Background: an optimization exercise with open tools, aiming at small area and a short achievable clock period. Do not read the settings as production practice.
Function was checked by simulation only, so behaviour that the tests miss may differ from the original.
Power and IR drop assume default switching activity. The clock port is modelled as an ideal driver; clocking choices that lean on that would not hold on a real chip.

wip/indigo:
==> flow/design.v (excerpt) <==
module spi_wrapper
#(
    parameter int MEM_DEPTH = 256,
    parameter int ADD_SIZE  = 8
) (
    input  logic clk,
    input  logic arst,
    input  logic SS_n,
    input  logic MOSI,
    output logic MISO
);
    logic [3:0] fc_q;
    logic       rdd_q;        
    logic       rd_flag_q;
    logic [9:0] din_q;
    logic       rx_valid_q;   
    logic       tx_valid_q;   
    logic       busy_q;
    logic       miso_q;
    logic [2:0] m_q;          
    logic [3:0] ph_q;         
    logic [3:0] ph_p2, ph_m2;
    logic [7:0] wa_q;         
    logic       wz_q;         
    logic       wact_q;       
    logic [7:0] wbuf_q;       
    logic       wd;           
    logic [15:0] wdlo_q;      
    logic [15:0] wlo_q;       
    logic [15:0] whi_q;       
    logic [7:0] ra_q;         
    logic [7:0] s_q;          
    logic       tap;
    logic [7:0] s_x;          
    logic [1:0] cmd;
    logic       exec_wa, exec_wd, exec_ra, exec_rd;
    assign s_x     = {s_q[5:0], s_q[7:6]};
    assign cmd     = din_q[9:8];
    assign ph_p2   = ph_q + 4'd2;
    assign ph_m2   = ph_q - 4'd2;
    assign wd      = !(wbuf_q[ph_p2[2:0]] ^ ph_p2[3]);
    assign exec_wa = rx_valid_q && cmd == spi_pkg::CMD_WR_ADDR;
    assign exec_wd = rx_valid_q && cmd == spi_pkg::CMD_WR_DATA;
  ...
Settings: LEC_CHECK=0, CAP_MARGIN=20, CORE_MARGIN=2, CORE_UTILIZATION=75, SETUP_SLACK_MARGIN=3.0, SLEW_MARGIN=20; clock period 4.5 ns.
standard.sh (not shown) runs the stock make flow with config.mk's settings and CLKGATE_MAP_FILE= SYNTH_SCRIPT=/design/flow/synth_recipe.tcl, a recipe that flattens the netlist after the stock synthesis.
==> flow/flow/run.sh <==
#!/bin/bash
# The standard layout (the standard.sh, unchanged synthesis), except that
# clock tree synthesis uses larger sink clusters and adds no dummy loads.
set -euo pipefail
export CTS_ARGS="-sink_clustering_enable -repair_clock_nets -dont_use_dummy_load -sink_clustering_size 30 -sink_clustering_max_diameter 120"
bash standard.sh > flow_make.log 2>&1
Having completed the whole flow, wip/indigo delivered a layout that passed the timing, design-rule and antenna checks.
Edits applied to the flow inputs when going from wip/indigo to wip/maple:
# wip/indigo
export LEC_CHECK = 0
export CAP_MARGIN = 20
export CORE_MARGIN = 2
export CORE_UTILIZATION = 75
export SETUP_SLACK_MARGIN = 3.0
export SLEW_MARGIN = 20
create_clock -name core_clock -period 4.5 [get_ports {clk}]
# wip/maple
export LEC_CHECK = 0
export CAP_MARGIN = 20
export CORE_MARGIN = 2
export CORE_UTILIZATION = 70
export SETUP_SLACK_MARGIN = 2.4
export SLEW_MARGIN = 20
create_clock -name core_clock -period 4.5 [get_ports {clk}]
==> comparison <==
- wip/maple reached the end of the flow, and the finished layout is clean on the timing, design-rule and antenna checks.
- When the final numbers for wip/maple and wip/indigo were put side by side, the post-placement setup slack turned out to be greater in wip/indigo.
- Looking at length of routed met3 wiring, wip/maple sits below wip/indigo.
- Compared with wip/indigo, wip/maple shows a met3 demand-to-capacity share in global routing that is 0.53 points lower.
- Summary of wip/maple over wip/indigo: combinational group share of total power level; non-clock buffer instance count of the final layout lower; cell-internal power was more or less identical.
- Compared with wip/indigo, in wip/maple shortest clock period the worst path allows after layout decreased by 0.014 ns relative to the old numbers, final cell utilization of the core decreased by 7.0 points relative to the old numbers.
#### Input delta (wip/lagoon over wip/maple)
# wip/maple
export LEC_CHECK = 0
export CAP_MARGIN = 20
export CORE_MARGIN = 2
export CORE_UTILIZATION = 70
export SETUP_SLACK_MARGIN = 2.4
export SLEW_MARGIN = 20
create_clock -name core_clock -period 4.5 [get_ports {clk}]
# wip/lagoon
export LEC_CHECK = 0
export CAP_MARGIN = 20
export CORE_MARGIN = 2
export CORE_UTILIZATION = 75
export SETUP_SLACK_MARGIN = 2.7
export SLEW_MARGIN = 20
create_clock -name core_clock -period 4.5 [get_ports {clk}]
==> flow/flow/run.sh <==
#!/bin/bash
# The standard layout (the standard.sh, unchanged synthesis), except that
# clock tree synthesis uses larger sink clusters and adds no dummy loads.
set -euo pipefail
export CTS_ARGS="-sink_clustering_enable -repair_clock_nets -dont_use_dummy_load -sink_clustering_size 30 -sink_clustering_max_diameter 120 -num_static_layers 1"
bash standard.sh > flow_make.log 2>&1
Results
wip/lagoon gives less number of filler cells placed in the layout than wip/maple did. Per the comparison of wip/lagoon with wip/maple, fmax went up 1.5%; switching power share of the total held; minimum setup slack after placement went up 0.0095 ns. Clock-pin slew reported for the worst setup and hold paths after clock tree synthesis: wip/lagoon vs wip/maple, no meaningful difference. Relative to wip/maple, wip/lagoon degrades global-route wire length before repair. Going from wip/maple to wip/lagoon, least setup slack across all paths after layout saw an increase, via count saw an increase.

what the ideal ports hide:
The results above use ideal ports. As a check the final layouts listed here were re-extracted and re-timed, cells and wires unchanged.
Step 1 (the two cells are an assumption about what drives the block):
set clk [get_ports {clk}]
set_driving_cell -lib_cell sky130_fd_sc_hd__clkbuf_16 $clk
set_driving_cell -lib_cell sky130_fd_sc_hd__buf_2 [delete_from_list [all_inputs] $clk]
Step 2 adds t to the input delays and takes it off the output delays; t is the mean of the earliest and latest rising clock arrival at the registers after step 1. Input paths then give back, and output paths get back, about the clock's delay inside the block.
Three values: no drivers, after step 1, after step 2; two values: the first two.
| run | t (ns) | slack for setup (ns) | clock arrival spread, ns |
|---|---|---|---|
| wip/indigo | 0.714 | 2.424 / 2.356 / 2.546 | 0.051 / 0.051 |
| wip/maple | 0.710 | 2.438 / 2.367 / 2.054 | 0.047 / 0.047 |
| wip/lagoon | 0.709 | 2.468 / 2.406 / 2.085 | 0.051 / 0.051 |
After both steps every run listed still meets setup and hold. The setup slack of wip/maple, which loses most, moves by -0.071 ns with the drivers and by -0.384 ns with both steps.
